What follows belongs to an exercise in optimizing a design on an open flow for a short achievable clock period and few clock cycles per item; a production flow would make more cautious choices. In this exercise RTL edits were held to simulation tests only and were not proved equivalent to the original.

==> trial 93: inputs <==
==> flow/design.v (excerpt) <==
module md_lr_top (
  input  logic                         clk,
  input  logic                         rst,
  output logic                         pready,
  input  logic                         pvalid,
  input  logic [md_lr_pkg::PADDRW-1:0] paddr,
  input  md_lr_pkg::particle_t         pwdata,
  input  logic                         plast,
  input  logic                         fready,
  output logic                         fvalid,
  output logic [md_lr_pkg::PADDRW-1:0] faddr,
  output logic                         flast,
  output md_lr_pkg::force_t            fdata
);
  localparam int NSLOT = md_lr_pkg::NSLOT;
  localparam int SW    = md_lr_pkg::SLOTW;
  localparam int QW    = md_lr_pkg::QW;
  localparam int TW    = md_lr_pkg::TW;
  localparam int RW    = md_lr_pkg::RW;
  localparam int PW    = 3 * md_lr_pkg::GADDRW + QW;
  logic          pready_q;
  logic          accept;
  ...
==> flow/config.mk <==
export PLATFORM = sky130hd
export DESIGN_NAME = md_lr_top
export DESIGN_NICKNAME = md_lr_top
export VERILOG_FILES = /design/flow/design.v
export SDC_FILE = /design/flow/constraint.sdc
export NUM_CORES = 4
export LEC_CHECK = 0
export CAP_MARGIN = 20
export CORE_MARGIN = 2
export CORE_UTILIZATION = 40
export SLEW_MARGIN = 20
==> flow/constraint.sdc <==
create_clock -name core_clock -period 10.0 [get_ports {clk}]
set_input_delay 2.0000 -clock core_clock [delete_from_list [all_inputs] [get_ports {clk}]]
set_output_delay 2.0000 -clock core_clock [all_outputs]
set_load 0.01 [all_outputs]
standard.sh (not shown) runs the stock make flow with config.mk's settings and CLKGATE_MAP_FILE= SYNTH_SCRIPT=/design/flow/synth_recipe.tcl, a recipe that flattens the netlist after the stock synthesis.
==> flow/flow/run.sh <==
#!/bin/bash
# The standard layout, with repair_timing asked to leave setup slack
# beyond the design's clock period, so that it works on every path longer
# than the target. The SDC and every other setting stay the standard flow's.
set -euo pipefail
bash standard.sh SETUP_SLACK_MARGIN=6.8 finish > standard_make.log 2>&1
==> inputs of trial 22, as changes to trial 93 <==
--- a/flow/design.v
+++ b/flow/design.v
@@ -12,11 +12,11 @@
   localparam int FW      = 18;                     
   localparam int NSLOT   = 4;                      
   localparam int SLOTW   = 2;
   localparam int TW      = QW + 3;                 
   localparam int RW      = 15;                     
-  localparam int OFIFO   = 5;                      
+  localparam int OFIFO   = 6;                      
   typedef struct packed {
     logic        [GADDRW-1:0] z;
     logic        [GADDRW-1:0] y;
     logic        [GADDRW-1:0] x;
     logic signed [QW-1:0]     q;                   
@@ -476,52 +476,65 @@
       r3_v <= 1'b0;
     end else begin
       r3_v <= r2_v;
     end
   end
-  logic [RW-1:0]        fsum [NCOMP];
-  for (genvar c = 0; c < NCOMP; c++) begin : g_cpa
-    assign fsum[c] = r3_s[c] + r3_c[c];
+  logic                 r4_v, r4_last;
+  logic [3:0]           r4_idx;
+  logic [RW-1:0]        r4_f [NCOMP];
+  always_ff @(posedge clk) begin
+    for (int c = 0; c < NCOMP; c++) begin
+      r4_f[c] <= r3_s[c] + r3_c[c];
+    end
+    r4_last <= r3_last;
+    r4_idx  <= r3_idx;
+  end
+  always_ff @(posedge clk) begin
+    if (rst) begin
+      r4_v <= 1'b0;
+    end else begin
+      r4_v <= r3_v;
+    end
   end
   localparam int OD  = md_lr_pkg::OFIFO;
   localparam int ODW = $clog2(OD);
   localparam int EW  = 3 * RW + 5;
   logic [EW-1:0]  ofifo [OD];
   logic [ODW-1:0] owp, orp, orp1;         
   logic [ODW:0]   ocnt;                   
   logic [ODW:0]   ocnt_nxt;
-  logic [EW-1:0]  r3_e;
+  logic [EW-1:0]  r4_e;
   logic           fvalid_q;
   logic [EW-1:0]  out_q;
   logic [EW-1:0]  head0, head1;           
   function automatic logic [ODW-1:0] oinc(input logic [ODW-1:0] a);
     oinc = (a == ODW'(OD - 1)) ? '0 : a + 1'b1;
   endfunction
-  assign r3_e     = {r3_last, r3_idx, fsum[2], fsum[1], fsum[0]};
+  assign r4_e     = {r4_last, r4_idx, r4_f[2], r4_f[1], r4_f[0]};
   assign take     = fvalid_q & fready;
-  assign ocnt_nxt = ocnt + {{ODW{1'b0}}, r3_v} - {{ODW{1'b0}}, take};
-  assign head0    = (r3_v & (owp == orp))  ? r3_e : ofifo[orp];
-  assign head1    = (r3_v & (owp == orp1)) ? r3_e : ofifo[orp1];
+  assign ocnt_nxt = ocnt + {{ODW{1'b0}}, r4_v} - {{ODW{1'b0}}, take};
+  assign head0    = (r4_v & (owp == orp))  ? r4_e : ofifo[orp];
+  assign head1    = (r4_v & (owp == orp1)) ? r4_e : ofifo[orp1];
   always_ff @(posedge clk) begin
     if (rst) begin
       owp      <= '0;
       orp      <= '0;
       orp1     <= ODW'(1);
       ocnt     <= '0;
       fvalid_q <= 1'b0;
     end else begin
-      if (r3_v) owp <= oinc(owp);
+      if (r4_v) owp <= oinc(owp);
       if (take) begin
         orp  <= orp1;
         orp1 <= oinc(orp1);
       end
       ocnt     <= ocnt_nxt;
       fvalid_q <= (ocnt_nxt != '0);
     end
   end
   always_ff @(posedge clk) begin
-    if (r3_v) ofifo[owp] <= r3_e;
+    if (r4_v) ofifo[owp] <= r4_e;
     out_q <= take ? head1 : head0;
   end
   assign fvalid   = fvalid_q;
   assign flast    = out_q[EW-1];
   assign faddr    = out_q[EW-2 -: 4];
--- a/flow/config.mk
+++ b/flow/config.mk
@@ -5,7 +5,7 @@
 export SDC_FILE = /design/flow/constraint.sdc
 export NUM_CORES = 4
 export LEC_CHECK = 0
 export CAP_MARGIN = 20
 export CORE_MARGIN = 2
-export CORE_UTILIZATION = 40
+export CORE_UTILIZATION = 50
 export SLEW_MARGIN = 20
==> inputs of trial 82, as changes to trial 93 <==
--- a/flow/design.v
+++ b/flow/design.v
@@ -12,11 +12,11 @@
   localparam int FW      = 18;                     
   localparam int NSLOT   = 4;                      
   localparam int SLOTW   = 2;
   localparam int TW      = QW + 3;                 
   localparam int RW      = 15;                     
-  localparam int OFIFO   = 5;                      
+  localparam int OFIFO   = 6;                      
   typedef struct packed {
     logic        [GADDRW-1:0] z;
     logic        [GADDRW-1:0] y;
     logic        [GADDRW-1:0] x;
     logic signed [QW-1:0]     q;                   
@@ -476,52 +476,65 @@
       r3_v <= 1'b0;
     end else begin
       r3_v <= r2_v;
     end
   end
-  logic [RW-1:0]        fsum [NCOMP];
-  for (genvar c = 0; c < NCOMP; c++) begin : g_cpa
-    assign fsum[c] = r3_s[c] + r3_c[c];
+  logic                 r4_v, r4_last;
+  logic [3:0]           r4_idx;
+  logic [RW-1:0]        r4_f [NCOMP];
+  always_ff @(posedge clk) begin
+    for (int c = 0; c < NCOMP; c++) begin
+      r4_f[c] <= r3_s[c] + r3_c[c];
+    end
+    r4_last <= r3_last;
+    r4_idx  <= r3_idx;
+  end
+  always_ff @(posedge clk) begin
+    if (rst) begin
+      r4_v <= 1'b0;
+    end else begin
+      r4_v <= r3_v;
+    end
   end
   localparam int OD  = md_lr_pkg::OFIFO;
   localparam int ODW = $clog2(OD);
   localparam int EW  = 3 * RW + 5;
   logic [EW-1:0]  ofifo [OD];
   logic [ODW-1:0] owp, orp, orp1;         
   logic [ODW:0]   ocnt;                   
   logic [ODW:0]   ocnt_nxt;
-  logic [EW-1:0]  r3_e;
+  logic [EW-1:0]  r4_e;
   logic           fvalid_q;
   logic [EW-1:0]  out_q;
   logic [EW-1:0]  head0, head1;           
   function automatic logic [ODW-1:0] oinc(input logic [ODW-1:0] a);
     oinc = (a == ODW'(OD - 1)) ? '0 : a + 1'b1;
   endfunction
-  assign r3_e     = {r3_last, r3_idx, fsum[2], fsum[1], fsum[0]};
+  assign r4_e     = {r4_last, r4_idx, r4_f[2], r4_f[1], r4_f[0]};
   assign take     = fvalid_q & fready;
-  assign ocnt_nxt = ocnt + {{ODW{1'b0}}, r3_v} - {{ODW{1'b0}}, take};
-  assign head0    = (r3_v & (owp == orp))  ? r3_e : ofifo[orp];
-  assign head1    = (r3_v & (owp == orp1)) ? r3_e : ofifo[orp1];
+  assign ocnt_nxt = ocnt + {{ODW{1'b0}}, r4_v} - {{ODW{1'b0}}, take};
+  assign head0    = (r4_v & (owp == orp))  ? r4_e : ofifo[orp];
+  assign head1    = (r4_v & (owp == orp1)) ? r4_e : ofifo[orp1];
   always_ff @(posedge clk) begin
     if (rst) begin
       owp      <= '0;
       orp      <= '0;
       orp1     <= ODW'(1);
       ocnt     <= '0;
       fvalid_q <= 1'b0;
     end else begin
-      if (r3_v) owp <= oinc(owp);
+      if (r4_v) owp <= oinc(owp);
       if (take) begin
         orp  <= orp1;
         orp1 <= oinc(orp1);
       end
       ocnt     <= ocnt_nxt;
       fvalid_q <= (ocnt_nxt != '0);
     end
   end
   always_ff @(posedge clk) begin
-    if (r3_v) ofifo[owp] <= r3_e;
+    if (r4_v) ofifo[owp] <= r4_e;
     out_q <= take ? head1 : head0;
   end
   assign fvalid   = fvalid_q;
   assign flast    = out_q[EW-1];
   assign faddr    = out_q[EW-2 -: 4];
--- a/flow/config.mk
+++ b/flow/config.mk
@@ -5,7 +5,7 @@
 export SDC_FILE = /design/flow/constraint.sdc
 export NUM_CORES = 4
 export LEC_CHECK = 0
 export CAP_MARGIN = 20
 export CORE_MARGIN = 2
-export CORE_UTILIZATION = 40
+export CORE_UTILIZATION = 58
 export SLEW_MARGIN = 20
==> impl_metrics.prom <==
# TYPE chip_impl_metric gauge
chip_impl_info{name="outcome",value="no timing/DRC/antenna violations"} 1
chip_impl_metric{name="grt_pass1_wl",unit="µm"} 504000
chip_impl_metric{name="design.final.nets",unit=""} 10700
chip_impl_metric{name="synthesized_cell_area",unit="mm²"} 0.116
chip_impl_metric{name="grt_pass1_vias",unit=""} 72800
chip_impl_metric{name="antenna_found_initial",unit=""} 14
chip_impl_metric{name="synthCells",unit=""} 10100
chip_impl_metric{name="post_dp_cell_area",unit="mm²"} 0.120
chip_impl_metric{name="seq_area_frac",unit=""} 0.487
chip_impl_metric{name="maxClockFrequency",unit="MHz"} 288
chip_impl_metric{name="muxShareOfSynthArea",unit=""} 0.0703
chip_impl_metric{name="num-fill-cells",unit=""} 19300
chip_impl_metric{name="final.signal_buffer_count",unit=""} 271
chip_impl_metric{name="layout.nonclk_buf_frac",unit=""} 0.0180
the above is filed under trial 22

==> impl_metrics.prom <==
# TYPE chip_impl_metric gauge
chip_impl_metric{name="design.final.nets",unit=""} 10700
chip_impl_metric{name="grt_pass1_vias",unit=""} 72600
chip_impl_metric{name="final.signal_buffer_count",unit=""} 293
chip_impl_metric{name="met3_length",unit="µm"} 30800
chip_impl_metric{name="grt_pass1_wl",unit="µm"} 505000
chip_impl_metric{name="antenna_found_initial",unit=""} 18
chip_impl_metric{name="synthCells",unit=""} 10100
chip_impl_metric{name="h_tree_level_count",unit=""} 5
chip_impl_metric{name="maxClockFrequency",unit="MHz"} 291
chip_impl_metric{name="min_clock_period_post_route",unit="ns"} 3.44
chip_impl_info{name="outcome",value="no timing/DRC/antenna violations"} 1
chip_impl_info{name="busiest_layer",value="met2"} 1
chip_impl_metric{name="fin_hold_ws",unit="ns"} 0.312
chip_impl_metric{name="seq_area_frac",unit=""} 0.490
chip_impl_info{name="timing.critical_path.from_type",value="flop"} 1
chip_impl_metric{name="layout.nonclk_buf_frac",unit=""} 0.0198
chip_impl_metric{name="post_dp_cell_area",unit="mm²"} 0.119
the above is filed under trial 82

==> impl_metrics.prom <==
# TYPE chip_impl_metric gauge
chip_impl_metric{name="post_layout_nonfiller_instances",unit=""} 13700
chip_impl_metric{name="layout.nonclk_buf_frac",unit=""} 0.0180
chip_impl_metric{name="timing_hold_violations_final",unit=""} 0
chip_impl_metric{name="detail-route-antenna-nets",unit=""} 0
chip_impl_metric{name="seq_area_frac",unit=""} 0.477
chip_impl_metric{name="synthesized_cell_area",unit="mm²"} 0.112
chip_impl_metric{name="muxShareOfSynthArea",unit=""} 0.0743
chip_impl_metric{name="antenna_found_initial",unit=""} 19
chip_impl_metric{name="layout_worst_path_cycle_share",unit=""} 0.339
chip_impl_metric{name="final.signal_buffer_count",unit=""} 244
chip_impl_metric{name="maxClockFrequency",unit="MHz"} 295
chip_impl_metric{name="post_dp_cell_area",unit="mm²"} 0.117
chip_impl_metric{name="synthCells",unit=""} 9808
chip_impl_info{name="outcome",value="no timing/DRC/antenna violations"} 1
chip_impl_metric{name="rr_worst_depth",unit=""} 3
chip_impl_metric{name="nClkBuffers",unit=""} 337
chip_impl_metric{name="grt_pass1_wl",unit="µm"} 497000
the above is filed under trial 93

Testbench counts of trial 93, summed over its fixed seeds: cycles 1,374, items 1,214.
Testbench counts of trial 22, summed over its fixed seeds: cycles 1,382, items 1,214.
Testbench counts of trial 82, summed over its fixed seeds: cycles 1,382, items 1,214.

[afterwards: timing with drivers on the ports]
In the flow no input, the clock included, has a driving cell. The finished layouts below were timed again as built, in two steps.
Step 1, drivers: a clkbuf_16 drives clk and a buf_2 each remaining input, both assumed.
Step 2 times the ports against the registers' clock, not the clock port: input delays grow and output delays shrink by t, the midpoint of the rising clock arrivals with the driver on.
a / b / c = ideal / step 1 / step 2; a / b = the first two.
| run | shift t [ns] | setup slack, ns | pins driven straight from the clock port |
|---|---|---|---|
| trial 93 | 0.968 | 6.611 / 6.514 / 5.845 | 1 |
| trial 22 | 1.022 | 6.525 / 6.429 / 5.767 | 1 |
| trial 82 | 0.996 | 6.563 / 6.466 / 5.776 | 1 |
After both steps setup and hold are still met in every run listed. For trial 82, which loses most, drivers alone change the setup slack by -0.097 ns; drivers and shift together by -0.787 ns.
